Background: an optimization exercise with open tools, aiming at small area. Do not read the settings as production practice. At most, simulation tests tie the RTL to the original design; equivalence was not proved. The RTL of runs 3 to 5 was laid out without a check of its function. No activity file was given, so power comes from the tool's default toggle rates.

==> flow/design.v (outline; a module is shown in full before it is edited, if it fits) <==
// module des_sbox1: 142 lines
// module des_sbox2: 158 lines
// module des_sbox3: 126 lines
// module des_sbox4: 126 lines
// module des_sbox5: 156 lines
// module des_sbox6: 148 lines
// module des_sbox7: 146 lines
// module des_sbox8: 148 lines
// module des_feistel_f: 137 lines
// module des_apb_top: 262 lines
module des_apb_top
#(
    parameter int ADDR_WIDTH = 8
)
(
    input  logic                  clk,
    input  logic                  rst_n,
    input  logic [ADDR_WIDTH-1:0] paddr,
    input  logic                  psel,
    input  logic                  penable,
    input  logic                  pwrite,
    input  logic [31:0]           pwdata,
    output logic [31:0]           prdata,
    output logic                  pready,
    output logic                  pslverr
);
  // ...
==> flow/flow/run.sh <==
#!/bin/bash
# Own layout flow: the standard flow (standard.sh) with these changes:
#  - the port buffers are the smallest buffer cell (buf_1);
#  - clock tree: sink clusters of 10 on clkbuf_4, no dummy loads.
# Each tool's output goes to a log file of its own in the work folder.
set -euo pipefail
WORK=$PWD
SEEDS="0 1 2 3"
for s in $SEEDS; do
    rm -rf "$WORK/syn$s"
    mkdir -p "$WORK/syn$s"
    cp -r "$FLOW_HOME/scripts" "$WORK/syn$s/scripts"
    sed "s/@SEED@/$s/" "$WORK/flow/abc_area_map.script" > "$WORK/syn$s/scripts/abc_speed.script"
    sed "s#$WORK/orfs#$WORK/syn$s/orfs#g" "$WORK/standard.sh" > "$WORK/syn$s/standard.sh"
    ( SCRIPTS_DIR="$WORK/syn$s/scripts" bash "$WORK/syn$s/standard.sh" ADDER_MAP_FILE= synth \
        > "$WORK/own_synth_seed$s.log" 2>&1 ) &
done
wait
best=""
best_area=""
for s in $SEEDS; do
    stat="$WORK/syn$s/orfs/reports/$FLOW_PLATFORM/des_apb_top/base/synth_stat.txt"
    [[ -f "$stat" ]] || continue
    a=$(awk '/Chip area for module/ {print $NF}' "$stat" | tail -1)
    echo "seed $s: synthesized cell area $a" >> "$WORK/own_synth_pick.log"
    if [[ -n "$a" ]] && { [[ -z "$best" ]] || awk -v a="$a" -v b="$best_area" 'BEGIN{exit !(a<b)}'; }; then
        best=$s
        best_area=$a
    fi
done
echo "picked seed $best ($best_area)" >> "$WORK/own_synth_pick.log"
rm -rf "$WORK/orfs"
mv "$WORK/syn$best/orfs" "$WORK/orfs"
export SCRIPTS_DIR="$WORK/syn$best/scripts"
bash standard.sh ADDER_MAP_FILE= \
    BUFFER_PORTS_ARGS="-buffer_cell sky130_fd_sc_hd__buf_1" \
    CTS_ARGS="-sink_clustering_enable -repair_clock_nets -dont_use_dummy_load -buf_list sky130_fd_sc_hd__clkbuf_4 -sink_clustering_size 10 -sink_clustering_max_diameter 50" \
    finish > "$WORK/own_finish.log" 2>&1
==> flow/flow/abc_area_map.script <==
strash
&get -n
&deepsyn -T 180 -S @SEED@
&dch -f
&nf -a -R 1000
&put
==> flow/standard.sh <==
#!/bin/bash
# synth_recipe.tcl (not shown) runs the flow's synth.tcl, then flattens the netlist and writes it again
# the make line also repeats each setting of config.mk as NAME=value (left out here)
make -C /OpenROAD-flow-scripts/flow DESIGN_CONFIG=/design/flow/config.mk WORK_HOME=/design/flow/orfs CLKGATE_MAP_FILE= SYNTH_SCRIPT=/design/flow/synth_recipe.tcl "${@:-finish}"
==> flow/config.mk <==
export PLATFORM = sky130hd
export DESIGN_NAME = des_apb_top
export DESIGN_NICKNAME = des_apb_top
export VERILOG_FILES = /design/flow/design.v
export SDC_FILE = /design/flow/constraint.sdc
export NUM_CORES = 4
export LEC_CHECK = 0
export CAP_MARGIN = 0
export CORE_MARGIN = 2
export CORE_UTILIZATION = 40
export SLEW_MARGIN = 0
==> flow/constraint.sdc <==
create_clock -name core_clock -period 6.0 [get_ports {clk}]
set_input_delay 1.2000 -clock core_clock [delete_from_list [all_inputs] [get_ports {clk}]]
set_output_delay 1.2000 -clock core_clock [all_outputs]
set_load 0.01 [all_outputs]
==> out/metrics.yaml, run 1 <==
tapCellCount: 448
io_pins: 79
crit_type: "in -> out"
path_buf_inv: 3
r2r_slack_ns: 1.92
critical_path.top_delay_family: "simple AND/OR/NAND/NOR gates"
place_area_sq_mm: 0.01453
nonClkBufAreaFrac: 0.03052
antennaDiodeCount: 1
async_flop_share: 0.01176
syn_avg_cell_area_sq_um: 9.680
critPathRequiredTime_ns: 4.80
multi_input_area_share: 0.4368
drt_iter0_markers: 1602
clock_area_frac: 0.01826
hp-class: "in -> async"
combPwrFrac: 0.470
met2_usage: 0.3719
clkPwrFrac: 0.135
grt_use_met3: 0.04615
die-area_sq_mm: 0.03502
grt_pass1_vias: 11070
wl_met2_um: 19280
status: "timing/DRC/antenna clean"
ys_ff_latch: 255
die_w_um: 187.1
clk_pin_slew_ns: 0.11
non_clock_inverter_count: 2
maxSlewHeadroom: 0.2570
final_common_cell: "nor2_1"
seq_area_frac_synth: 0.5249
viasPerCell: 6.057
crit_chain: "buf_1, or3_1, nor2_4, buf_4, a222oi_1, nand2_1, buf_1"
multiInputGateArea_sq_mm: 0.006464
syn_inst: 1386
finalNonFillerCells: 1968
postSynth.topFlopCell: "edfxtp_1"
dp.cells: 1931
synth.most_common_cell: "nor2_1"
ant_nets: 0
dr.pass1.iters: 6
worst_pin_slew_ns: 1.115
grt_start_max_net_pins: 84
period_needed_ns: 4.387
==> module des_apb_top, before the edit <==
module des_apb_top
#(
    parameter int ADDR_WIDTH = 8
)
(
    input  logic                  clk,
    input  logic                  rst_n,
    input  logic [ADDR_WIDTH-1:0] paddr,
    input  logic                  psel,
    input  logic                  penable,
    input  logic                  pwrite,
    input  logic [31:0]           pwdata,
    output logic [31:0]           prdata,
    output logic                  pready,
    output logic                  pslverr
);
    localparam integer BLOCK_W    = 64;
    localparam integer KEY_W      = 64;
    localparam integer HALF_W     = 32;
    localparam integer SUBKEY_W   = 48;
    localparam integer CD_W       = 28;
    localparam integer NUM_ROUNDS = 16;
    localparam logic [64*8-1:0] IP_TAB = {
        8'd58, 8'd50, 8'd42, 8'd34, 8'd26, 8'd18, 8'd10, 8'd2,
        8'd60, 8'd52, 8'd44, 8'd36, 8'd28, 8'd20, 8'd12, 8'd4,
        8'd62, 8'd54, 8'd46, 8'd38, 8'd30, 8'd22, 8'd14, 8'd6,
        8'd64, 8'd56, 8'd48, 8'd40, 8'd32, 8'd24, 8'd16, 8'd8,
        8'd57, 8'd49, 8'd41, 8'd33, 8'd25, 8'd17, 8'd9, 8'd1,
        8'd59, 8'd51, 8'd43, 8'd35, 8'd27, 8'd19, 8'd11, 8'd3,
        8'd61, 8'd53, 8'd45, 8'd37, 8'd29, 8'd21, 8'd13, 8'd5,
        8'd63, 8'd55, 8'd47, 8'd39, 8'd31, 8'd23, 8'd15, 8'd7
    };
    localparam logic [48*8-1:0] E_TAB = {
        8'd32, 8'd1, 8'd2, 8'd3, 8'd4, 8'd5, 8'd4, 8'd5,
        8'd6, 8'd7, 8'd8, 8'd9, 8'd8, 8'd9, 8'd10, 8'd11,
        8'd12, 8'd13, 8'd12, 8'd13, 8'd14, 8'd15, 8'd16, 8'd17,
        8'd16, 8'd17, 8'd18, 8'd19, 8'd20, 8'd21, 8'd20, 8'd21,
        8'd22, 8'd23, 8'd24, 8'd25, 8'd24, 8'd25, 8'd26, 8'd27,
        8'd28, 8'd29, 8'd28, 8'd29, 8'd30, 8'd31, 8'd32, 8'd1
    };
    localparam logic [32*8-1:0] P_TAB = {
        8'd16, 8'd7, 8'd20, 8'd21, 8'd29, 8'd12, 8'd28, 8'd17,
        8'd1, 8'd15, 8'd23, 8'd26, 8'd5, 8'd18, 8'd31, 8'd10,
        8'd2, 8'd8, 8'd24, 8'd14, 8'd32, 8'd27, 8'd3, 8'd9,
        8'd19, 8'd13, 8'd30, 8'd6, 8'd22, 8'd11, 8'd4, 8'd25
    };
    localparam logic [56*8-1:0] PC1_TAB = {
        8'd57, 8'd49, 8'd41, 8'd33, 8'd25, 8'd17, 8'd9, 8'd1,
        8'd58, 8'd50, 8'd42, 8'd34, 8'd26, 8'd18, 8'd10, 8'd2,
        8'd59, 8'd51, 8'd43, 8'd35, 8'd27, 8'd19, 8'd11, 8'd3,
        8'd60, 8'd52, 8'd44, 8'd36, 8'd63, 8'd55, 8'd47, 8'd39,
        8'd31, 8'd23, 8'd15, 8'd7, 8'd62, 8'd54, 8'd46, 8'd38,
        8'd30, 8'd22, 8'd14, 8'd6, 8'd61, 8'd53, 8'd45, 8'd37,
        8'd29, 8'd21, 8'd13, 8'd5, 8'd28, 8'd20, 8'd12, 8'd4
    };
    localparam logic [48*8-1:0] PC2_TAB = {
        8'd14, 8'd17, 8'd11, 8'd24, 8'd1, 8'd5, 8'd3, 8'd28,
        8'd15, 8'd6, 8'd21, 8'd10, 8'd23, 8'd19, 8'd12, 8'd4,
        8'd26, 8'd8, 8'd16, 8'd7, 8'd27, 8'd20, 8'd13, 8'd2,
        8'd41, 8'd52, 8'd31, 8'd37, 8'd47, 8'd55, 8'd30, 8'd40,
        8'd51, 8'd45, 8'd33, 8'd48, 8'd44, 8'd49, 8'd39, 8'd56,
        8'd34, 8'd53, 8'd46, 8'd42, 8'd50, 8'd36, 8'd29, 8'd32
    };
    localparam logic [8*256-1:0] SBOX_TAB = {
        256'hE4D12FB83A6C5907_0F74E2D1A6CB9538_41E8D62BFC973A50_FC8249175B3EA06D,
        256'hF18E6B34972DC05A_3D47F28EC01A69B5_0E7BA4D158C6932F_D8A13F42B67C05E9,
        256'hA09E63F51DC7B428_D709346A285ECBF1_D6498F30B12C5AE7_1AD069874FE3B52C,
        256'h7DE3069A1285BC4F_D8B56F03472C1AE9_A690CB7DF13E5284_3F06A1D8945BC72E,
        256'h2C417AB6853FD0E9_EB2C47D150FA3986_421BAD78F9C5630E_B8C71E2D6F09A453,
        256'hC1AF92680D34E75B_AF427C9561DE0B38_9EF528C3704A1DB6_432C95FABE17608D,
        256'h4B2EF08D3C975A61_D0B7491AE35C2F86_14BDC37EAF680592_6BD814A7950FE23C,
        256'hD2846FB1A93E50C7_1FD8A374C56B0E92_7B419CE206ADF358_21E74A8DFC90356B
    };
    function automatic logic [BLOCK_W-1:0] des_ip(input logic [BLOCK_W-1:0] x);
        integer i;
        logic [BLOCK_W-1:0] y;
        for (i = 0; i < BLOCK_W; i = i + 1)
            y[BLOCK_W-1-i] = x[BLOCK_W-IP_TAB[8*(64-1-i) +: 8]];
        des_ip = y;
    endfunction
    function automatic logic [BLOCK_W-1:0] des_fp(input logic [BLOCK_W-1:0] x);
        integer i;
        logic [BLOCK_W-1:0] y;
        for (i = 0; i < BLOCK_W; i = i + 1)
            y[BLOCK_W-IP_TAB[8*(64-1-i) +: 8]] = x[BLOCK_W-1-i];
        des_fp = y;
    endfunction
    function automatic logic [SUBKEY_W-1:0] des_expand(input logic [HALF_W-1:0] x);
        integer i;
        logic [SUBKEY_W-1:0] y;
        for (i = 0; i < SUBKEY_W; i = i + 1)
            y[SUBKEY_W-1-i] = x[HALF_W-E_TAB[8*(48-1-i) +: 8]];
        des_expand = y;
    endfunction
    function automatic logic [HALF_W-1:0] des_pbox(input logic [HALF_W-1:0] x);
        integer i;
        logic [HALF_W-1:0] y;
        for (i = 0; i < HALF_W; i = i + 1)
            y[HALF_W-1-i] = x[HALF_W-P_TAB[8*(32-1-i) +: 8]];
        des_pbox = y;
    endfunction
    function automatic logic [2*CD_W-1:0] des_pc1(input logic [KEY_W-1:0] x);
        integer i;
        logic [2*CD_W-1:0] y;
        for (i = 0; i < 2*CD_W; i = i + 1)
            y[2*CD_W-1-i] = x[KEY_W-PC1_TAB[8*(56-1-i) +: 8]];
        des_pc1 = y;
    endfunction
    function automatic logic [SUBKEY_W-1:0] des_pc2(input logic [2*CD_W-1:0] x);
        integer i;
        logic [SUBKEY_W-1:0] y;
        for (i = 0; i < SUBKEY_W; i = i + 1)
            y[SUBKEY_W-1-i] = x[2*CD_W-PC2_TAB[8*(48-1-i) +: 8]];
        des_pc2 = y;
    endfunction
    function automatic logic [HALF_W-1:0] des_sbox(input logic [SUBKEY_W-1:0] x);
        integer s;
        logic [HALF_W-1:0] y;
        logic [5:0]        grp;
        logic [5:0]        idx;
        for (s = 0; s < 8; s = s + 1)
        begin
            grp = x[SUBKEY_W-1-6*s -: 6];
            idx = {grp[5], grp[0], grp[4:1]};
            y[HALF_W-1-4*s -: 4] = SBOX_TAB[256*(7-s)+255-4*idx -: 4];
        end
        des_sbox = y;
    endfunction
    function automatic integer des_shift(input logic [4:0] round);
        case (round)
            5'd1, 5'd2, 5'd9, 5'd16: des_shift = 1;
            default: des_shift = 2;
        endcase
    endfunction
    logic [31:0] key_lo_q;
    logic [31:0] key_hi_q;
    logic [31:0] din_lo_q;
    logic [31:0] din_hi_q;
    logic        busy_q;
    logic        done_q;
    logic        mapped;
    logic        wr_en;
    logic        start;
    assign mapped = (paddr[1:0] == 2'b00) && (paddr[7:5] == 3'b000);
    assign wr_en  = psel && penable && pwrite;
    assign start  = wr_en && (paddr == 8'h10)
                    && pwdata[0] && !busy_q;
    logic        clr_q;
    always_ff @(posedge clk or negedge rst_n)
    begin
        if (!rst_n)
            clr_q <= 1'b0;
        else
            clr_q <= 1'b1;
    end
    logic [31:0] wdata;
    logic        we_key_lo;
    logic        we_key_hi;
    logic        we_din_lo;
    logic        we_din_hi;
    assign wdata     = clr_q ? pwdata : 32'd0;
    assign we_key_lo = !clr_q || (wr_en && paddr == 8'h00);
    assign we_key_hi = !clr_q || (wr_en && paddr == 8'h04);
    assign we_din_lo = !clr_q || (wr_en && paddr == 8'h08);
    assign we_din_hi = !clr_q || (wr_en && paddr == 8'h0C);
    always_ff @(posedge clk)
    begin
        if (we_key_lo)
            key_lo_q <= wdata;
        if (we_key_hi)
            key_hi_q <= wdata;
        if (we_din_lo)
            din_lo_q <= wdata;
        if (we_din_hi)
            din_hi_q <= wdata;
    end
    logic [3:0]        cnt_q;
    logic [CD_W-1:0]   c_q;
    logic [CD_W-1:0]   d_q;
    logic [HALF_W-1:0] l_q;
    logic [HALF_W-1:0] r_q;
    logic [2*CD_W-1:0] pc1_key;
    logic [BLOCK_W-1:0] ip_block;
    logic [SUBKEY_W-1:0] subkey;
    logic [HALF_W-1:0] f_out;
    logic              shift1;
    logic [BLOCK_W-1:0] dout;
    assign pc1_key  = des_pc1({key_hi_q, key_lo_q});
    assign ip_block = des_ip({din_hi_q, din_lo_q});
    assign subkey   = des_pc2({c_q, d_q});
    des_feistel_f u_f (.r(r_q), .k(subkey), .f(f_out));
    assign shift1 = (cnt_q == 4'd0) || (cnt_q == 4'd7) || (cnt_q == 4'd14);
    always_ff @(posedge clk or negedge rst_n)
    begin
        if (!rst_n)
        begin
            busy_q <= 1'b0;
            done_q <= 1'b0;
        end
        else if (start)
        begin
            busy_q <= 1'b1;
            done_q <= 1'b0;
        end
        else if (busy_q && cnt_q == 4'd15)
        begin
            busy_q <= 1'b0;
            done_q <= 1'b1;
        end
    end
    always_ff @(posedge clk)
    begin
        if (start)
        begin
            cnt_q <= 4'd0;
            c_q   <= pc1_key[2*CD_W-1:CD_W];
            d_q   <= pc1_key[CD_W-1:0];
            l_q   <= ip_block[BLOCK_W-1:HALF_W];
            r_q   <= ip_block[HALF_W-1:0];
        end
        else
        begin
            cnt_q <= cnt_q + 4'd1;
            if (shift1)
            begin
                c_q <= {c_q[0], c_q[CD_W-1:1]};
                d_q <= {d_q[0], d_q[CD_W-1:1]};
            end
            else
            begin
                c_q <= {c_q[1:0], c_q[CD_W-1:2]};
                d_q <= {d_q[1:0], d_q[CD_W-1:2]};
            end
            if (busy_q)
            begin
                l_q <= r_q;
                r_q <= l_q ^ f_out;
            end
        end
    end
    assign dout = des_fp({r_q, l_q});
    always_comb
    begin
        prdata = '0;
        case (paddr)
            8'h00:  prdata = key_lo_q;
            8'h04:  prdata = key_hi_q;
            8'h08:  prdata = din_lo_q;
            8'h0C:  prdata = din_hi_q;
            8'h14:
            begin
                prdata[0] = busy_q;
                prdata[1] = done_q;
            end
            8'h18: prdata = dout[31:0];
            8'h1C: prdata = dout[63:32];
            default: ;
        endcase
    end
    assign pready  = 1'b1;
    assign pslverr = !mapped;
endmodule
==> run 2, diff against run 1 <==
--- a/flow/design.v
+++ b/flow/design.v
@@ -1615,55 +1615,63 @@
             done_q <= 1'b1;
         end
     end
+    logic              sel_ld;
+    logic              sel_r1;
+    logic              sel_r2;
+    logic [CD_W-1:0]   c_d;
+    logic [CD_W-1:0]   d_d;
+    assign sel_ld = start;
+    assign sel_r1 = !start && shift1;
+    assign sel_r2 = !start && !shift1;
+    assign c_d = ({CD_W{sel_ld}} & pc1_key[2*CD_W-1:CD_W])
+               | ({CD_W{sel_r1}} & {c_q[0], c_q[CD_W-1:1]})
+               | ({CD_W{sel_r2}} & {c_q[1:0], c_q[CD_W-1:2]});
+    assign d_d = ({CD_W{sel_ld}} & pc1_key[CD_W-1:0])
+               | ({CD_W{sel_r1}} & {d_q[0], d_q[CD_W-1:1]})
+               | ({CD_W{sel_r2}} & {d_q[1:0], d_q[CD_W-1:2]});
     always_ff @(posedge clk)
     begin
-        if (start)
-        begin
-            cnt_q <= 4'd0;
-            c_q   <= pc1_key[2*CD_W-1:CD_W];
-            d_q   <= pc1_key[CD_W-1:0];
-            l_q   <= ip_block[BLOCK_W-1:HALF_W];
-            r_q   <= ip_block[HALF_W-1:0];
-        end
-        else
-        begin
-            cnt_q <= cnt_q + 4'd1;
-            if (shift1)
-            begin
-                c_q <= {c_q[0], c_q[CD_W-1:1]};
-                d_q <= {d_q[0], d_q[CD_W-1:1]};
-            end
-            else
-            begin
-                c_q <= {c_q[1:0], c_q[CD_W-1:2]};
-                d_q <= {d_q[1:0], d_q[CD_W-1:2]};
-            end
-            if (busy_q)
-            begin
-                l_q <= r_q;
-                r_q <= l_q ^ f_out;
-            end
-        end
+        cnt_q <= start ? 4'd0 : cnt_q + 4'd1;
+        c_q   <= c_d;
+        d_q   <= d_d;
     end
-    assign dout = des_fp({r_q, l_q});
-    always_comb
+    logic              hold;
+    logic [HALF_W-1:0] l_d;
+    logic [HALF_W-1:0] r_d;
+    assign hold = !start && !busy_q;
+    assign l_d  = ({HALF_W{start}}  & ip_block[BLOCK_W-1:HALF_W])
+                | ({HALF_W{busy_q}} & r_q)
+                | ({HALF_W{hold}}   & l_q);
+    assign r_d  = ({HALF_W{start}}  & ip_block[HALF_W-1:0])
+                | ({HALF_W{busy_q}} & (l_q ^ f_out))
+                | ({HALF_W{hold}}   & r_q);
+    always_ff @(posedge clk)
     begin
-        prdata = '0;
-        case (paddr)
-            8'h00:  prdata = key_lo_q;
-            8'h04:  prdata = key_hi_q;
-            8'h08:  prdata = din_lo_q;
-            8'h0C:  prdata = din_hi_q;
-            8'h14:
-            begin
-                prdata[0] = busy_q;
-                prdata[1] = done_q;
-            end
-            8'h18: prdata = dout[31:0];
-            8'h1C: prdata = dout[63:32];
-            default: ;
-        endcase
+        l_q <= l_d;
+        r_q <= r_d;
     end
+    assign dout = des_fp({r_q, l_q});
+    logic sel_key_lo;
+    logic sel_key_hi;
+    logic sel_din_lo;
+    logic sel_din_hi;
+    logic sel_status;
+    logic sel_dout_lo;
+    logic sel_dout_hi;
+    assign sel_key_lo  = (paddr == 8'h00);
+    assign sel_key_hi  = (paddr == 8'h04);
+    assign sel_din_lo  = (paddr == 8'h08);
+    assign sel_din_hi  = (paddr == 8'h0C);
+    assign sel_status  = (paddr == 8'h14);
+    assign sel_dout_lo = (paddr == 8'h18);
+    assign sel_dout_hi = (paddr == 8'h1C);
+    assign prdata = ({32{sel_key_lo}}  & key_lo_q)
+                  | ({32{sel_key_hi}}  & key_hi_q)
+                  | ({32{sel_din_lo}}  & din_lo_q)
+                  | ({32{sel_din_hi}}  & din_hi_q)
+                  | ({32{sel_dout_lo}} & dout[31:0])
+                  | ({32{sel_dout_hi}} & dout[63:32])
+                  | ({32{sel_status}}  & {30'd0, done_q, busy_q});
     assign pready  = 1'b1;
     assign pslverr = !mapped;
 endmodule
==> out/metrics.yaml, run 2 <==
final_core_util: 0.4487
ir_drop_mv: 0.2921
critical_path.top_delay_family: "simple AND/OR/NAND/NOR gates"
seq_area_frac_synth: 0.4965  # -0.02840
period_share: 0.7790
tritoncts.num_buffers: 31
ys_warn_count: 2
die-area_sq_mm: 0.03369  # -3.8%
cp_common_cell: "buf_1"
fp-row-count: 65
powerDensity_mw_per_mm2: 479.5
post-dp-hpwl_um: 29470
synth_edf_count: 128
rsz0062_at_grt: "false"
drc: 0
die_w_um: 183.5  # -1.9%
core_sq_mm: 0.03164
wl_per_cell_um: 23.91
finalNonFillerCells: 1818  # -7.6%
htreeDepth: 1
tritoncts: "done"
maxCapViolCount: 0
dr.pass1.iters: 8  # +2
power.leakage_uw: 0.004901
fin_setup_tns_ns: 0
maxSlewHeadroom: 0.2672  # +0.01022
postSynth.topFlopCell: "edfxtp_1"
ant_nets: 0  # unchanged
synth_area_sq_mm: 0.01289
synth.most_common_cell: "a222oi_1"
seq_area_sq_mm: 0.006402
synth_top_area_share: 0.2981
ys_ff_latch: 255  # unchanged
synth_cell_types: 48
switching_share: 0.4744
crit_path_end_kind: "primary output"
worstPathArrival_ns: 3.47
clkPwrFrac: 0.115  # -0.020
clock_latency_ns: 0.72
critical-path-slowest-cell: "nor2_4"
hold_violations: 0
final-max-slew-violation-count: 0
crit_type: "in -> out"
whs_ns: 0.2618
cts_setup_buffers: 0
crit_chain: "buf_1, nor3_1, nand2b_1, nor2_4, buf_4, a222oi_1, nand2_1, buf_1"
critPathMaxFanout: 22
routed-via-count: 11870
die_y_um: 183.5
cts_hold_buffers: 0
worst_pin_slew_ns: 1.091  # -0.02372 ns
num-nets-final: 1462
synthTopCellsByCount: "a222oi_1, nand2_1, edfxtp_1, dfxtp_1, clkinv_1"
drive_gt1_frac: 0.04806
hp-class: "in -> async"
critPathRequiredTime_ns: 4.80  # about the same
finalSetupViolCount: 0
grt_pass1_wl_um: 66070
syn_avg_cell_area_sq_um: 10.03  # +3.6%
gr-total-overflow: 0
max_stage_delay_ns: 0.79
grt_start_max_net_pins: 75  # -11%
cp.depth: 8
final_common_cell: "a222oi_1"
pwr-share-seq: 0.355
yosysTopAreaCell: "edfxtp_1"
async_flop_share: 0.01176  # unchanged
path_buf_inv: 3  # unchanged
combPwrFrac: 0.531  # +0.061
synthTopCellsByArea: "edfxtp_1, dfxtp_1, a222oi_1"
routed_wl_um: 43470
intPower_uw: 3577
final_cell_mix: "a222oi_1, nand2_1, edfxtp_1"
fin_skew_ns: 0.04976
viasPerCell: 6.530  # +7.8%
start_util: 0.4076
period_needed_ns: 4.674  # +0.2870 ns
place_congestion: 0.9341
rr_worst_depth: 15
port_buffers: 77
multiInputGateArea_sq_mm: 0.006151  # -4.8%
fmax_ghz: 0.2139
nFillCells: 3053
drt_iter0_markers: 2157  # +35%
critPathLaunchType: "primary input"
io_pins: 79  # unchanged
syn_inst: 1286  # -7.2%
ctsResizeCount: 0
clk_path_buf_depth: 3
status: "timing/DRC/antenna clean"
grt_usage: 0.2540
antenna_found_initial: 2
dp.cells: 1786  # -7.5%
area_delta_synth_final_pct: 10.10
clockRootBuffer: "clkbuf_4"
cts_sinks: 255
p_sw_uw: 3229
clk_pin_slew_ns: 0.10  # about the same
grt_pass1_vias: 11210  # +1.3%
[run 2: per-stage QoR]
stage / total power, uW / setup WS, ns / cell area (sq um)
after global routing: 7278 / 1.157 / 14200
after CTS: 6746 / 1.398 / 14190
after detailed placement: 5962 / 1.397 / 13960
final: 6807 / 1.326 / 14200
after global placement: 6019 / 1.403 / 13960
after floorplan: 4895 / -1.471 / 12930
[run 2: routing by layer]
metal / up-vias / global-route usage / routed length, um
li1: 5357 / - / -
met1: 5723 / 0.3591 / 18020
met2: 709 / 0.3852 / 18970
met3: 82 / 0.05210 / 5100
met4: 0 / 0.09120 / 1382
met5: - / 0 / 0
[run 2: cell type report]
type	count	area share
flip-flops and latches	255	0.4510
multi-input cells	909	0.4333
well taps	402	0.03543
inverters	122	0.03226
repair buffers	98	0.03146
clock buffers	31	0.01639
diodes	1	0.0001763
[run 2: path summary, 6_finish.rpt]
kind	slack, ns	startpoint	end
max in group asynchronous	5.57	rst_n	busy_q$_DFFE_PN0P_
hold reg to reg	0.48	din_lo_q[23]$_DFFE_PP_	r_q[29]$_DFF_P_
hold / removal	0.26	rst_n	done_q$_DFFE_PN0P_
setup / recovery	1.33	paddr[5]	prdata[13]
min in group core_clock	0.48	din_lo_q[23]$_DFFE_PP_	r_q[29]$_DFF_P_
setup reg to reg	1.93	r_q[25]$_DFF_P_	r_q[30]$_DFF_P_
[run 2: cell families (layout without fill, tap and decap cells)]
kind of cell,after synthesis,after routing,synth area share
other,1,3,0.0002908
flip-flops,255,255,0.4965
XOR/XNOR,140,140,0.09510
AND/OR/NAND/NOR,386,386,0.1349
AO/OA/AOI/OAI,381,381,0.2372
buffers and inverters,123,251,0.03610
[run 2: power by group through the flow]
stage | Combinational [uW] | Sequential [uW] | Clock [uW]
finish | 3610 | 2410 | 781
global route | 3970 | 2440 | 868
CTS | 3540 | 2400 | 805
detailed placement | 3520 | 2440 | 0
global placement | 3580 | 2440 | 0
floorplan | 2600 | 2300 | 0
==> run 3, diff against run 2 <==
--- a/flow/design.v
+++ b/flow/design.v
@@ -1552,34 +1552,49 @@
     assign wr_en  = psel && penable && pwrite;
     assign start  = wr_en && (paddr == 8'h10)
                     && pwdata[0] && !busy_q;
-    logic        clr_q;
+    logic        we_key_lo;
+    logic        we_key_hi;
+    logic        we_din_lo;
+    logic        we_din_hi;
+    logic        v_key_lo_q;
+    logic        v_key_hi_q;
+    logic        v_din_lo_q;
+    logic        v_din_hi_q;
+    assign we_key_lo = wr_en && (paddr == 8'h00);
+    assign we_key_hi = wr_en && (paddr == 8'h04);
+    assign we_din_lo = wr_en && (paddr == 8'h08);
+    assign we_din_hi = wr_en && (paddr == 8'h0C);
     always_ff @(posedge clk or negedge rst_n)
     begin
         if (!rst_n)
-            clr_q <= 1'b0;
+        begin
+            v_key_lo_q <= 1'b0;
+            v_key_hi_q <= 1'b0;
+            v_din_lo_q <= 1'b0;
+            v_din_hi_q <= 1'b0;
+        end
         else
-            clr_q <= 1'b1;
+        begin
+            if (we_key_lo)
+                v_key_lo_q <= 1'b1;
+            if (we_key_hi)
+                v_key_hi_q <= 1'b1;
+            if (we_din_lo)
+                v_din_lo_q <= 1'b1;
+            if (we_din_hi)
+                v_din_hi_q <= 1'b1;
+        end
     end
-    logic [31:0] wdata;
-    logic        we_key_lo;
-    logic        we_key_hi;
-    logic        we_din_lo;
-    logic        we_din_hi;
-    assign wdata     = clr_q ? pwdata : 32'd0;
-    assign we_key_lo = !clr_q || (wr_en && paddr == 8'h00);
-    assign we_key_hi = !clr_q || (wr_en && paddr == 8'h04);
-    assign we_din_lo = !clr_q || (wr_en && paddr == 8'h08);
-    assign we_din_hi = !clr_q || (wr_en && paddr == 8'h0C);
     always_ff @(posedge clk)
     begin
         if (we_key_lo)
-            key_lo_q <= wdata;
+            key_lo_q <= pwdata;
         if (we_key_hi)
-            key_hi_q <= wdata;
+            key_hi_q <= pwdata;
         if (we_din_lo)
-            din_lo_q <= wdata;
+            din_lo_q <= pwdata;
         if (we_din_hi)
-            din_hi_q <= wdata;
+            din_hi_q <= pwdata;
     end
     logic [3:0]        cnt_q;
     logic [CD_W-1:0]   c_q;
@@ -1592,8 +1607,12 @@
     logic [HALF_W-1:0] f_out;
     logic              shift1;
     logic [BLOCK_W-1:0] dout;
-    assign pc1_key  = des_pc1({key_hi_q, key_lo_q});
-    assign ip_block = des_ip({din_hi_q, din_lo_q});
+    logic [2*CD_W-1:0]  pc1_valid;
+    logic [BLOCK_W-1:0] ip_valid;
+    assign pc1_key   = des_pc1({key_hi_q, key_lo_q});
+    assign ip_block  = des_ip({din_hi_q, din_lo_q});
+    assign pc1_valid = des_pc1({{32{v_key_hi_q}}, {32{v_key_lo_q}}});
+    assign ip_valid  = des_ip({{32{v_din_hi_q}}, {32{v_din_lo_q}}});
     assign subkey   = des_pc2({c_q, d_q});
     des_feistel_f u_f (.r(r_q), .k(subkey), .f(f_out));
     assign shift1 = (cnt_q == 4'd0) || (cnt_q == 4'd7) || (cnt_q == 4'd14);
@@ -1623,10 +1642,10 @@
     assign sel_ld = start;
     assign sel_r1 = !start && shift1;
     assign sel_r2 = !start && !shift1;
-    assign c_d = ({CD_W{sel_ld}} & pc1_key[2*CD_W-1:CD_W])
+    assign c_d = ({CD_W{sel_ld}} & pc1_valid[2*CD_W-1:CD_W] & pc1_key[2*CD_W-1:CD_W])
                | ({CD_W{sel_r1}} & {c_q[0], c_q[CD_W-1:1]})
                | ({CD_W{sel_r2}} & {c_q[1:0], c_q[CD_W-1:2]});
-    assign d_d = ({CD_W{sel_ld}} & pc1_key[CD_W-1:0])
+    assign d_d = ({CD_W{sel_ld}} & pc1_valid[CD_W-1:0] & pc1_key[CD_W-1:0])
                | ({CD_W{sel_r1}} & {d_q[0], d_q[CD_W-1:1]})
                | ({CD_W{sel_r2}} & {d_q[1:0], d_q[CD_W-1:2]});
     always_ff @(posedge clk)
@@ -1639,10 +1658,10 @@
     logic [HALF_W-1:0] l_d;
     logic [HALF_W-1:0] r_d;
     assign hold = !start && !busy_q;
-    assign l_d  = ({HALF_W{start}}  & ip_block[BLOCK_W-1:HALF_W])
+    assign l_d  = ({HALF_W{start}}  & ip_valid[BLOCK_W-1:HALF_W] & ip_block[BLOCK_W-1:HALF_W])
                 | ({HALF_W{busy_q}} & r_q)
                 | ({HALF_W{hold}}   & l_q);
-    assign r_d  = ({HALF_W{start}}  & ip_block[HALF_W-1:0])
+    assign r_d  = ({HALF_W{start}}  & ip_valid[HALF_W-1:0] & ip_block[HALF_W-1:0])
                 | ({HALF_W{busy_q}} & (l_q ^ f_out))
                 | ({HALF_W{hold}}   & r_q);
     always_ff @(posedge clk)
@@ -1658,10 +1677,10 @@
     logic sel_status;
     logic sel_dout_lo;
     logic sel_dout_hi;
-    assign sel_key_lo  = (paddr == 8'h00);
-    assign sel_key_hi  = (paddr == 8'h04);
-    assign sel_din_lo  = (paddr == 8'h08);
-    assign sel_din_hi  = (paddr == 8'h0C);
+    assign sel_key_lo  = (paddr == 8'h00) && v_key_lo_q;
+    assign sel_key_hi  = (paddr == 8'h04) && v_key_hi_q;
+    assign sel_din_lo  = (paddr == 8'h08) && v_din_lo_q;
+    assign sel_din_hi  = (paddr == 8'h0C) && v_din_hi_q;
     assign sel_status  = (paddr == 8'h14);
     assign sel_dout_lo = (paddr == 8'h18);
     assign sel_dout_hi = (paddr == 8'h1C);
==> out/metrics.yaml, run 3 <==
synth_area_sq_mm: 0.01292  # +0.23%
drc: 0  # unchanged
synthTopCellsByArea: "edfxtp_1, dfxtp_1, nand2_1"
worstReg2RegStart: "r_q[28]$_DFF_P_"
place_congestion: 0.9587  # +2.6%
wl_per_cell_um: 23.16  # -3.1%
crit_type: "in -> out"
viasPerCell: 6.289  # -3.7%
clk_pin_slew_ns: 0.11  # about the same
htreeDepth: 2  # +1
die-area_sq_mm: 0.03376  # +0.22%
cts_sinks: 258  # +1.2%
rsz0062_at_grt: "false"
tritoncts: "done"
die_w_um: 183.7  # +0.11%
clk_path_buf_depth: 3  # unchanged
dr.pass1.iters: 7  # -1
antenna_found_initial: 2  # unchanged
grt_pass1_wl_um: 67590  # +2.3%
postSynth.topFlopCell: "edfxtp_1"
finalSetupViolCount: 0  # unchanged
post-dp-hpwl_um: 30060  # +2.0%
finalNonFillerCells: 1904  # +4.7%
drive_gt1_frac: 0.04597  # -0.002087
period_share: 0.7960  # +0.01696
io_pins: 79  # unchanged
clock_latency_ns: 0.64  # -0.08 ns
routed_wl_um: 44100  # +1.5%
hold_violations: 0  # unchanged
clockRootBuffer: "clkbuf_4"
die_y_um: 183.7  # +0.11%
critPathMaxFanout: 20  # -9.1%
syn_avg_cell_area_sq_um: 9.440  # -5.8%
final-max-slew-violation-count: 0  # unchanged
synth_top_area_share: 0.2974  # -0.0006927
ys_warn_count: 2  # unchanged
maxCapViolCount: 0  # unchanged
ir_drop_mv: 0.1554  # -47%
final_common_cell: "nand2_1"
grt_pass1_vias: 11230  # +0.22%
ctsResizeCount: 0  # unchanged
ys_ff_latch: 258  # +1.2%
drt_iter0_markers: 1693  # -22%
grt_usage: 0.2614  # +0.007379
status: "timing/DRC/antenna clean"
synth.most_common_cell: "nand2_1"
core_sq_mm: 0.03172  # +0.26%
r2r-end: "r_q[14]$_DFF_P_"
async_flop_share: 0.02326  # +0.01149
cts_hold_buffers: 0  # unchanged
area_delta_synth_final_pct: 9.691
synth_cell_types: 56  # +17%
critPathRequiredTime_ns: 4.80  # about the same
fmax_ghz: 0.2094  # -2.1%
rr_worst_depth: 11  # -4
power.leakage_uw: 0.005202  # +6.1%
syn_inst: 1369  # +6.5%
cts_setup_buffers: 0  # unchanged
ant_nets: 0  # unchanged
period_needed_ns: 4.776  # +0.1018 ns
num-nets-final: 1548  # +5.9%
gr-total-overflow: 0  # unchanged
fin_skew_ns: 0.09814  # +0.04838 ns
worst_pin_slew_ns: 1.238  # +0.1469 ns
fin_setup_tns_ns: 0  # unchanged
synth_edf_count: 128  # unchanged
maxSlewHeadroom: 0.1739  # -0.09324
port_buffers: 77  # unchanged
r2r_slack_ns: 2.15  # +0.22 ns
grt_start_max_net_pins: 66  # -12%
fp-row-count: 65  # unchanged
hp-class: "in -> async"
tritoncts.num_buffers: 35  # +13%
powerDensity_mw_per_mm2: 412.0  # -14%
routed-via-count: 11970  # +0.87%
worstPathArrival_ns: 3.58  # +0.11 ns
yosysTopAreaCell: "edfxtp_1"
synthTopCellsByCount: "nand2_1, nor2_1, a22oi_1, edfxtp_1, dfxtp_1"
seq_area_frac_synth: 0.5011  # +0.004655
dp.cells: 1868  # +4.6%
critPathLaunchType: "primary input"
start_util: 0.4075  # about the same
crit_path_end_kind: "primary output"
final_cell_mix: "nand2_1, a22oi_1, edfxtp_1"
[run 3: final cells by class]
| cell class | count | area (sq um) |
|---|---|---|
| fillers | 3097 | 17540 |
| inverters | 5 | 18.77 |
| well taps | 402 | 503.0 |
| multi-input cells | 1105 | 6465 |
| diodes | 1 | 2.502 |
| clock buffers | 35 | 262.8 |
| flip-flops and latches | 258 | 6477 |
| repair buffers | 98 | 446.7 |
[run 3: logic make-up after synthesis]
kind of cell | after synthesis | synth area share
AO/OA/AOI/OAI | 406 | 0.2248
buffers and inverters | 6 | 0.002033
AND/OR/NAND/NOR | 562 | 0.1795
XOR/XNOR | 135 | 0.09149
multiplexers | 1 | 0.0007745
flip-flops | 258 | 0.5011
other | 1 | 0.0002902
[run 3: stage by stage]
stage	hold WS [ns]	total power, uW	setup slack (ns)	area (sq um)	util
3_3_place_gp	0.4281	4994	1.368	13910	0.4386
4_1_cts	0.3879	5805	1.297	14170	0.4469
2_1_floorplan	0.4154	4142	0.9676	12920	-
3_5_place_dp	0.4318	4968	1.271	13910	0.4386
6_report	0.4279	5841	1.224	14180	0.4469
5_1_grt	0.3917	6251	1.115	14180	0.4469
[run 3: how the worst max path moves through the flow]
stage	slack, ns	start	cells past startpoint	endpoint
after global routing	1.11	paddr[1]	8	prdata[2]
after detailed placement	1.27	paddr[1]	8	prdata[2]
final	1.22	paddr[1]	8	prdata[2]
after floorplan	0.97	pwrite	6	c_q[0]$_DFF_P_
after global placement	1.37	paddr[5]	8	prdata[11]
after CTS	1.30	paddr[5]	8	prdata[2]
[run 3: power by group]
group | switching (uW) | internal [uW] | total, uW
clock | 574 | 270 | 844
combinational | 1760 | 941 | 2700
sequential | 292 | 2010 | 2300
[run 3: worst max-delay path, stage by stage]
cell      delay [ns]
buf_1           0.08
nor2_1          0.22
nand3b_1        0.23
nor2_2          1.00
buf_4           0.39
a222oi_1        0.13
nand3_1         0.14
buf_1           0.17
[run 3: layer usage]
| metal | vias up | GRT usage | share of wire |
|---|---|---|---|
| li1 | 5508 | - | - |
| met1 | 5750 | 0.3760 | 0.43 |
| met3 | 69 | 0.05329 | 0.097 |
| met2 | 645 | 0.3967 | 0.44 |
| met5 | - | 0 | 0.00029 |
| met4 | 2 | 0.07744 | 0.027 |
==> run 4, diff against run 3 <==
==> flow/flow/run.sh (replaced) <==
#!/bin/bash
# Own layout flow: the standard flow (standard.sh) with these changes:
#  - the port buffers are the smallest buffer cell (buf_1);
#  - clock tree: sink clusters of 10 on clkbuf_4, no dummy loads.
# Each tool's output goes to a log file of its own in the work folder.
set -euo pipefail
WORK=$PWD
CANDS=""
for f in "$WORK"/flow/abc_*.script; do
    c=$(basename "$f" .script)
    c=${c#abc_}
    CANDS="$CANDS $c"
    rm -rf "$WORK/syn_$c"
    mkdir -p "$WORK/syn_$c"
    cp -r "$FLOW_HOME/scripts" "$WORK/syn_$c/scripts"
    cp "$f" "$WORK/syn_$c/scripts/abc_speed.script"
    sed "s#$WORK/orfs#$WORK/syn_$c/orfs#g" "$WORK/standard.sh" > "$WORK/syn_$c/standard.sh"
    ( SCRIPTS_DIR="$WORK/syn_$c/scripts" bash "$WORK/syn_$c/standard.sh" ADDER_MAP_FILE= synth \
        > "$WORK/own_synth_$c.log" 2>&1 ) &
done
wait
best=""
best_area=""
for c in $CANDS; do
    stat="$WORK/syn_$c/orfs/reports/$FLOW_PLATFORM/des_apb_top/base/synth_stat.txt"
    [[ -f "$stat" ]] || continue
    a=$(awk '/Chip area for module/ {print $NF}' "$stat" | tail -1)
    echo "$c: synthesized cell area $a" >> "$WORK/own_synth_pick.log"
    if [[ -n "$a" ]] && { [[ -z "$best" ]] || awk -v a="$a" -v b="$best_area" 'BEGIN{exit !(a<b)}'; }; then
        best=$c
        best_area=$a
    fi
done
echo "picked $best ($best_area)" >> "$WORK/own_synth_pick.log"
rm -rf "$WORK/orfs"
mv "$WORK/syn_$best/orfs" "$WORK/orfs"
export SCRIPTS_DIR="$WORK/syn_$best/scripts"
bash standard.sh ADDER_MAP_FILE= \
    BUFFER_PORTS_ARGS="-buffer_cell sky130_fd_sc_hd__buf_1" \
    CTS_ARGS="-sink_clustering_enable -repair_clock_nets -dont_use_dummy_load -buf_list sky130_fd_sc_hd__clkbuf_4 -sink_clustering_size 10 -sink_clustering_max_diameter 50" \
    finish > "$WORK/own_finish.log" 2>&1
==> flow/flow/abc_d0.script (new file) <==
strash
&get -n
&deepsyn -T 180 -S 0
&dch -f
&nf -a -R 1000
&put
==> flow/flow/abc_d1.script (new file) <==
strash
&get -n
&deepsyn -T 180 -S 1
&dch -f
&nf -a -R 1000
&put
==> flow/flow/abc_d2.script (new file) <==
strash
&get -n
&deepsyn -T 180 -S 2
&dch -f
&nf -a -R 1000
&put
==> flow/flow/abc_d3.script (new file) <==
strash
&get -n
&deepsyn -T 180 -S 3
&dch -f
&nf -a -R 1000
&put
==> flow/flow/abc_e.script (new file) <==
strash
dch -f
map -a
mfs2 -a
strash
&get -n
&dch -f
&nf -a -R 1000
&put
==> flow/flow/abc_h.script (new file) <==
strash
&get -n
&dc2
&dch -f
&nf -a -R 1000
&put
==> flow/flow/abc_m.script (new file) <==
strash
&get -n
&dc2
&dch -f
&nf -a -R 2000
&put
strash
&get -n
&dc2
&dch -f
&nf -a -R 2000
&put
removed: flow/flow/abc_area_map.script
==> out/metrics.yaml, run 4 <==
maxCapViolCount: 0  # unchanged
final_cell_mix: "a222oi_1, edfxtp_1, clkinv_1, nor2_1, dfxtp_1"
drt_iter0_markers: 1916  # +13%
tritoncts.num_buffers: 36  # +2.9%
power.leakage_uw: 0.004889  # -6.0%
cts_setup_buffers: 0  # unchanged
num-nets-final: 1462  # -5.6%
grt_pass1_wl_um: 67390  # -0.31%
htreeDepth: 2  # unchanged
seq_area_frac_synth: 0.5037  # +0.002585
postSynth.topFlopCell: "edfxtp_1"
whs_ns: 0.3771  # -0.05074 ns
cp_common_cell: "buf_1"
final_common_cell: "a222oi_1"
gr-total-overflow: 0  # unchanged
fin_skew_ns: 0.06493  # -0.03322 ns
drive_gt1_frac: 0.05442  # +0.008448
period_needed_ns: 4.388  # -0.3879 ns
io_pins: 79  # unchanged
ys_warn_count: 2  # unchanged
cts_hold_buffers: 0  # unchanged
critical-path-slowest-cell: "buf_4"
powerDensity_mw_per_mm2: 382.0  # -7.3%
fmax_ghz: 0.2279  # +8.8%
maxSlewHeadroom: 0.2775  # +0.1035
critical_path.top_delay_family: "simple AND/OR/NAND/NOR gates"
synth_edf_count: 128  # unchanged
grt_start_max_net_pins: 66  # unchanged
synth_cell_types: 51  # -8.9%
start_util: 0.4064  # -0.001049
critPathMaxFanout: 32  # +60%
clk_path_buf_depth: 3  # unchanged
clockRootBuffer: "clkbuf_4"
yosysTopAreaCell: "edfxtp_1"
routed_wl_um: 44340  # +0.53%
dr.pass1.iters: 12  # +5
grt_usage: 0.2611  # -0.0002971
place_congestion: 0.9302  # -3.0%
status: "timing/DRC/antenna clean"
post-dp-hpwl_um: 30300  # +0.81%
hold_violations: 0  # unchanged
grt_pass1_vias: 11380  # +1.3%
cts_sinks: 258  # unchanged
async_flop_share: 0.02326  # unchanged
port_buffers: 77  # unchanged
ys_ff_latch: 258  # unchanged
syn_avg_cell_area_sq_um: 10.06  # +6.6%
antenna_found_initial: 1  # -1
ant_nets: 0  # unchanged
wl_per_cell_um: 24.39  # +5.3%
drc: 0  # unchanged
die-area_sq_mm: 0.03359  # -0.50%
worstPathArrival_ns: 3.19  # -0.39 ns
ctsResizeCount: 0  # unchanged
synth_area_sq_mm: 0.01286  # -0.51%
routed-via-count: 11850  # -1.1%
final-max-slew-violation-count: 0  # unchanged
die_w_um: 183.3  # -0.25%
finalSetupViolCount: 0  # unchanged
clock_latency_ns: 0.67  # +0.03 ns
rsz0062_at_grt: "false"
crit_path_end_kind: "primary output"
critPathRequiredTime_ns: 4.80  # about the same
synth.most_common_cell: "a222oi_1"
synthTopCellsByArea: "edfxtp_1, dfxtp_1, a222oi_1"
r2r_slack_ns: 1.93  # -0.22 ns
core_sq_mm: 0.03164  # -0.26%
tritoncts: "done"
syn_inst: 1278  # -6.6%
max_stage_delay_ns: 0.48  # -0.52 ns
path_buf_inv: 3  # unchanged
hp-class: "in -> async"
crit_type: "in -> out"
startpoint: "paddr[5]"
ir_drop_mv: 0.1528  # -1.6%
worst_pin_slew_ns: 1.084  # -0.1540 ns
synth_top_area_share: 0.2989  # +0.001534
fin_setup_tns_ns: 0  # unchanged
area_delta_synth_final_pct: 10.33
synthTopCellsByCount: "a222oi_1, nor2_1, edfxtp_1, clkinv_1, dfxtp_1"
viasPerCell: 6.515  # +3.6%
worstReg2RegStart: "r_q[16]$_DFF_P_"
clk_pin_slew_ns: 0.11  # about the same
period_share: 0.7313  # -0.06465
crit_chain: "buf_1, nor3_1, nand2b_1, nor3_2, buf_4, a222oi_1, nand2_1, buf_1"
fp-row-count: 65  # unchanged
critPathLaunchType: "primary input"
die_y_um: 183.3  # -0.25%
-- run 4: changes by cell type after synthesis, sizes merged, moves of 21 or more --
cell	before	now
nand2	325	120
a22oi	130	5
a222oi	60	182
clkinv	5	127
xnor2	69	92
o21ai	81	60
-- run 4: path summary, 6_finish.rpt --
kind	endpoint	cells past startpoint
worst max-delay path	prdata[21]	8
max in group asynchronous	v_din_lo_q$_DFFE_PN0P_	1
worst max register to register	r_q[24]$_DFF_P_	13
worst min register to register	r_q[2]$_DFF_P_	2
worst min-delay path	v_key_hi_q$_DFFE_PN0P_	1
min in group core_clock	r_q[2]$_DFF_P_	2
-- run 4: per-stage QoR --
step                worst slack (ns)  instances  cell area, sq um  total power, uW  utilization
global route                   1.468       1818             14180             5751       0.4484
detailed placement             1.639       1781             13910             4532       0.4397
CTS                            1.631       1817             14180             5385       0.4483
floorplan                     0.9253       1278             12860             3815            -
global placement               1.701       1781             13910             4552       0.4397
finish                         1.612       1818             14180             5419       0.4484
-- run 4: power by group --
part,internal (uW),switching (uW),leakage (uW)
sequential,1940,200,0.00223
clock,277,576,0.000166
combinational,848,1580,0.00249
-- run 4: layout make-up --
cell class | count | area (sq um)
multi-input combinational | 892 | 5978
tap | 402 | 503.0
inverter | 127 | 476.7
antenna | 1 | 2.502
timing repair buffer | 102 | 476.7
fill | 2994 | 17450
clock buffer | 36 | 270.3
sequential | 258 | 6477
-- run 4: kinds of logic after synthesis --
kind of cell           share of synthesized area
XOR/XNOR                                 0.09605
buffers and inverters                    0.03766
multiplexers                           0.0007785
flip-flops                                0.5037
AND/OR/NAND/NOR                           0.1197
AO/OA/AOI/OAI                             0.2418
other                                  0.0002917
-- run 4: metal layers --
| layer | global-route usage | vias up | share of wire |
|---|---|---|---|
| li1 | - | 5340 | - |
| met1 | 0.3507 | 5627 | 0.40 |
| met2 | 0.4089 | 765 | 0.44 |
| met3 | 0.05977 | 113 | 0.12 |
| met4 | 0.1034 | 0 | 0.037 |
| met5 | 0 | - | 0 |
-- run 4: worst register-to-register path: stages (launching register included) --
cell      delay [ns]
dfxtp_1         0.63
xor2_1          0.55
nand2_1         0.31
nand2_1         0.17
nand2_1         0.06
o21ai_0         0.15
xnor2_1         0.19
o31ai_1         0.11
a211oi_1        0.31
nor4b_1         0.09
nor4_1          0.91
xnor2_1         0.15
a222oi_1        0.26
clkinv_1        0.10
==> run 5, diff against run 4 <==
--- a/flow/design.v
+++ b/flow/design.v
@@ -1615,7 +1615,7 @@
     assign ip_valid  = des_ip({{32{v_din_hi_q}}, {32{v_din_lo_q}}});
     assign subkey   = des_pc2({c_q, d_q});
     des_feistel_f u_f (.r(r_q), .k(subkey), .f(f_out));
-    assign shift1 = (cnt_q == 4'd0) || (cnt_q == 4'd7) || (cnt_q == 4'd14);
+    assign shift1 = (cnt_q == 4'd0) || (cnt_q[2:0] == 3'd7) || (cnt_q == 4'd14);
     always_ff @(posedge clk or negedge rst_n)
     begin
         if (!rst_n)
==> flow/flow/run.sh (replaced) <==
#!/bin/bash
# Own layout flow: the standard flow (standard.sh) with these changes:
#  - the port buffers are the smallest buffer cell (buf_1);
#  - clock tree: sink clusters of 10 on clkbuf_4, no dummy loads.
# Each tool's output goes to a log file of its own in the work folder.
set -euo pipefail
WORK=$PWD
PORTS="-buffer_cell sky130_fd_sc_hd__buf_1"
CTS="-sink_clustering_enable -repair_clock_nets -dont_use_dummy_load -buf_list sky130_fd_sc_hd__clkbuf_4 -sink_clustering_size 10 -sink_clustering_max_diameter 50"
CANDS=""
for f in "$WORK"/flow/abc_*.script; do
    c=$(basename "$f" .script)
    c=${c#abc_}
    CANDS="$CANDS $c"
    rm -rf "$WORK/syn_$c"
    mkdir -p "$WORK/syn_$c"
    cp -r "$FLOW_HOME/scripts" "$WORK/syn_$c/scripts"
    cp "$f" "$WORK/syn_$c/scripts/abc_speed.script"
    sed "s#$WORK/orfs#$WORK/syn_$c/orfs#g" "$WORK/standard.sh" > "$WORK/syn_$c/standard.sh"
    ( SCRIPTS_DIR="$WORK/syn_$c/scripts" bash "$WORK/syn_$c/standard.sh" ADDER_MAP_FILE= synth \
        > "$WORK/own_synth_$c.log" 2>&1 || true ) &
done
wait
for c in $CANDS; do
    ( SCRIPTS_DIR="$WORK/syn_$c/scripts" bash "$WORK/syn_$c/standard.sh" ADDER_MAP_FILE= \
        BUFFER_PORTS_ARGS="$PORTS" place > "$WORK/own_place_$c.log" 2>&1 || true ) &
done
wait
best=""
best_area=""
for c in $CANDS; do
    logs="$WORK/syn_$c/orfs/logs/$FLOW_PLATFORM/des_apb_top/base"
    [[ -f "$logs/3_5_place_dp.log" && -f "$WORK/syn_$c/orfs/results/$FLOW_PLATFORM/des_apb_top/base/3_place.odb" ]] || continue
    da=$(awk '/^Design area/ {print $3}' "$logs/3_5_place_dp.log" | tail -1)
    taps=$(sed -n 's/.*Inserted \([0-9]*\) tapcells.*/\1/p' "$logs/2_3_floorplan_tapcell.log" | tail -1)
    [[ -n "$da" && -n "$taps" ]] || continue
    a=$(awk -v d="$da" -v t="$taps" 'BEGIN{printf "%.1f", d - t * 1.2512}')
    sa=$(awk '/Chip area for module/ {print $NF}' "$WORK/syn_$c/orfs/reports/$FLOW_PLATFORM/des_apb_top/base/synth_stat.txt" | tail -1)
    echo "$c: synthesized $sa, placed $a (design area $da, $taps taps)" >> "$WORK/own_pick.log"
    if [[ -z "$best" ]] || awk -v a="$a" -v b="$best_area" 'BEGIN{exit !(a<b)}'; then
        best=$c
        best_area=$a
    fi
done
echo "picked $best ($best_area)" >> "$WORK/own_pick.log"
rm -rf "$WORK/orfs"
mv "$WORK/syn_$best/orfs" "$WORK/orfs"
export SCRIPTS_DIR="$WORK/syn_$best/scripts"
bash standard.sh ADDER_MAP_FILE= BUFFER_PORTS_ARGS="$PORTS" CTS_ARGS="$CTS" \
    finish > "$WORK/own_finish.log" 2>&1
==> flow/flow/abc_h1.script (new file) <==
strash
&get -n
&dc2
&dch
&nf -a -R 1000
&put
==> flow/flow/abc_h4.script (new file) <==
strash
&get -n
&dc2
&dch -f
&nf -a -R 1000
&put
strash
&get -n
&dch -f
&nf -a -R 1000
&put
==> flow/flow/abc_h7.script (new file) <==
strash
&get -n
&dc2
&dch -f
&nf -a -p -R 1000
&put
removed: flow/flow/abc_e.script
removed: flow/flow/abc_m.script
==> out/metrics.yaml, run 5 <==
viasPerCell: 6.571  # +0.86%
wl_per_cell_um: 24.47  # +0.34%
synth_area_sq_mm: 0.01285  # about the same
grt_pass1_vias: 11050  # -2.9%
place_congestion: 0.9095  # -2.2%
crit_chain: "buf_1, nor4_1, nand4_1, nor2b_2, buf_4, a222oi_1, nand2_1, buf_1"
wl_met3_um: 5186  # +0.41%
synth_cell_types: 49  # -3.9%
hp-class: "in -> async"
ant_nets: 0  # unchanged
critPathMaxFanout: 32  # unchanged
dp_slack_ns: 1.372  # -0.2670 ns
cp_common_cell: "buf_1"
die-area_sq_mm: 0.03357  # about the same
hold_violations: 0  # unchanged
highest_layer: "met4"
worst_pin_slew_ns: 1.142  # +0.05852 ns
power.leakage_uw: 0.004889  # about the same
critical-path-slowest-cell: "nor4_1"
maxCapViolCount: 0  # unchanged
synthTopCellsByArea: "edfxtp_1, dfxtp_1, a222oi_1"
start_util: 0.4071  # +0.0007303
worstPathArrival_ns: 3.44  # +0.25 ns
synthTopCellsByCount: "a222oi_1, nor2_1, edfxtp_1, dfxtp_1, clkinv_1"
syn_inst: 1279  # +0.078%
grt_pass1_wl_um: 66750  # -0.94%
multiInputGateArea_sq_mm: 0.005966  # -0.21%
syn_avg_cell_area_sq_um: 10.04  # -0.16%
port_buffers: 77  # unchanged
clockRootBuffer: "clkbuf_4"
period_needed_ns: 4.637  # +0.2493 ns
post-dp-hpwl_um: 29680  # -2.0%
routed-via-count: 11910  # +0.52%
cts_sinks: 258  # unchanged
ys_ff_latch: 258  # unchanged
rsz0062_at_grt: "false"
num-nets-final: 1456  # -0.41%
yosysTopAreaCell: "edfxtp_1"
clk_path_buf_depth: 3  # unchanged
synth_top_area_share: 0.2992  # about the same
die_y_um: 183.2  # about the same
ctsResizeCount: 0  # unchanged
drt_iter0_markers: 2025  # +5.7%
area_delta_synth_final_pct: 9.729
period_share: 0.7729  # +0.04155
maxSlewHeadroom: 0.2384  # -0.03901
place_area_sq_mm: 0.01382  # -0.68%
drive_gt1_frac: 0.04542  # -0.008995
critPathLaunchType: "primary input"
die_w_um: 183.2  # about the same
cts_hold_buffers: 0  # unchanged
grt_start_max_net_pins: 68  # +3.0%
grt_usage: 0.2597  # -0.001434
fp-row-count: 65  # unchanged
async_flop_share: 0.02326  # unchanged
core_sq_mm: 0.03156  # -0.26%
postSynth.topFlopCell: "edfxtp_1"
final_common_cell: "a222oi_1"
crit_path_end_kind: "primary output"
max_stage_delay_ns: 0.63  # +0.15 ns
gr-total-overflow: 0  # unchanged
wl_met2_um: 19140  # -2.4%
routed_wl_um: 44340  # about the same
nFillCells: 3020  # +0.87%
seq_area_sq_mm: 0.006477  # unchanged
dr.pass1.iters: 10  # -2
clk_pin_slew_ns: 0.08  # -0.03 ns
antenna_found_initial: 1  # unchanged
fin_area_sq_mm: 0.01410  # -0.62%
seq_area_frac_synth: 0.5041  # about the same
ys_warn_count: 2  # unchanged
cts_setup_buffers: 0  # unchanged
fin_setup_tns_ns: 0  # unchanged
critPathRequiredTime_ns: 4.80  # about the same
drc: 0  # unchanged
htreeDepth: 2  # unchanged
worst_slack_ns: 1.363  # -0.2493 ns
synth_edf_count: 128  # unchanged
clock_latency_ns: 0.68  # about the same
status: "timing/DRC/antenna clean"
tritoncts: "done"
fin_skew_ns: 0.08735  # +0.02242 ns
tritoncts.num_buffers: 37  # +2.8%
fmax_ghz: 0.2156  # -5.4%
ir_drop_mv: 0.1600  # +4.7%
final_cell_mix: "a222oi_1, nor2_1, edfxtp_1"
powerDensity_mw_per_mm2: 385.0  # +0.79%
synth.most_common_cell: "a222oi_1"
io_pins: 79  # unchanged
crit_type: "in -> out"
finalSetupViolCount: 0  # unchanged
met1_length_um: 18640  # +4.0%
final-max-slew-violation-count: 0  # unchanged
run 5: cell count changes in the layout (fill, tap and decap cells not counted), moves of 4 or more:
cell / change
buf_4: -8
a21oi_1: +8
clkinv_1: -6
a32oi_1: +6
o21ai_0: -4
xnor2_1: -4
nor3_2: -9
nand2b_1: +4
run 5: report_power, final:
group | total [uW] | switching, uW | internal (uW)
clock network | 862 | 579 | 283
registers | 2140 | 202 | 1940
logic | 2430 | 1590 | 842
total | 5430 | 2370 | 3060
run 5: metal layers:
layer / track usage / vias up
met4: 0.08576 / 0
met1: 0.3672 / 5701
met2: 0.3959 / 788
li1: - / 5319
met3: 0.05540 / 99
met5: 0 / -
run 5: cells by family (layout without fill, tap and decap cells):
kind of cell | after synthesis | after routing | share of synthesized area
AOI/OAI and AO/OA | 395 | 395 | 0.2420
buffers and inverters | 122 | 252 | 0.03594
and+or+nand+nor | 366 | 366 | 0.1243
other | 1 | 2 | 0.0002919
xor gates and xnor gates | 137 | 137 | 0.09340
DFF | 258 | 258 | 0.5041
run 5: critical path: cells and delay by family:
kind	cells	cell delay (ns)
simple gates	4	1.25
buf+inv	3	0.74
compound gates	1	0.21
run 5: final timing paths:
path                                        start                     end  slack [ns]  cells past startpoint
setup / recovery                         paddr[5]              prdata[23]        1.36                      8
hold / removal                              rst_n  v_key_lo_q$_DFFE_PN0P_        0.41                      1
min in group core_clock    key_lo_q[23]$_DFFE_PP_         c_q[25]$_DFF_P_        0.47                      2
setup reg to reg                   r_q[4]$_DFF_P_          r_q[0]$_DFF_P_        2.53                     13
hold reg to reg            key_lo_q[23]$_DFFE_PP_         c_q[25]$_DFF_P_        0.47                      2
max in group asynchronous                   rst_n      busy_q$_DFFE_PN0P_        5.33                      1
run 5: final cells by class:
class                           instances  area share
Clock buffer                           37     0.01970
Sequential cell                       258      0.4595
Timing Repair Buffer                   94     0.02956
Antenna cell                            1   0.0001775
Inverter                              121     0.03222
Tap cell                              402     0.03568
Multi-Input combinational cell        899      0.4232
run 5: per-stage QoR:
stage / hold WS, ns / utilization / power [uW] / instances
2_1_floorplan: 0.4446 / - / 3839 / 1279
3_3_place_gp: 0.4611 / 0.4379 / 4577 / 1774
3_5_place_dp: 0.4689 / 0.4379 / 4545 / 1774
4_1_cts: 0.3714 / 0.4467 / 5407 / 1811
5_1_grt: 0.3962 / 0.4467 / 5756 / 1812
6_report: 0.4052 / 0.4467 / 5428 / 1812

## static timing again, ports no longer ideal
How much do the figures lean on ideal ports? The routed layouts below were timed once more, with nothing changed but the port constraints. Step 1 sets driving cells, clkbuf_16 on the clock port and buf_2 on the other inputs (assumed; they add their load-dependent delay and slew). Step 2 times the ports against the registers' clock, not the clock port: input delays grow and output delays shrink by t, the midpoint of the rising clock arrivals with the driver on. Slacks: ideal ports / drivers / drivers and shift; pairs: ideal ports / drivers.
run | t (ns) | setup slack, ns | hold slack, ns | cell pins on the clock port's net
run 1 | 0.704 | 1.613 / 1.593 / 1.593 | 0.306 / 0.284 / 0.490 | 1
run 2 | 0.746 | 1.326 / 1.305 / 1.305 | 0.262 / 0.236 / 0.475 | 1
run 3 | 0.631 | 1.224 / 1.203 / 1.203 | 0.428 / 0.411 / 0.429 | 1
run 4 | 0.680 | 1.612 / 1.592 / 1.592 | 0.377 / 0.358 / 0.467 | 1
run 5 | 0.675 | 1.363 / 1.342 / 1.342 | 0.405 / 0.384 / 0.471 | 1
After both steps setup and hold are still met in every run listed.
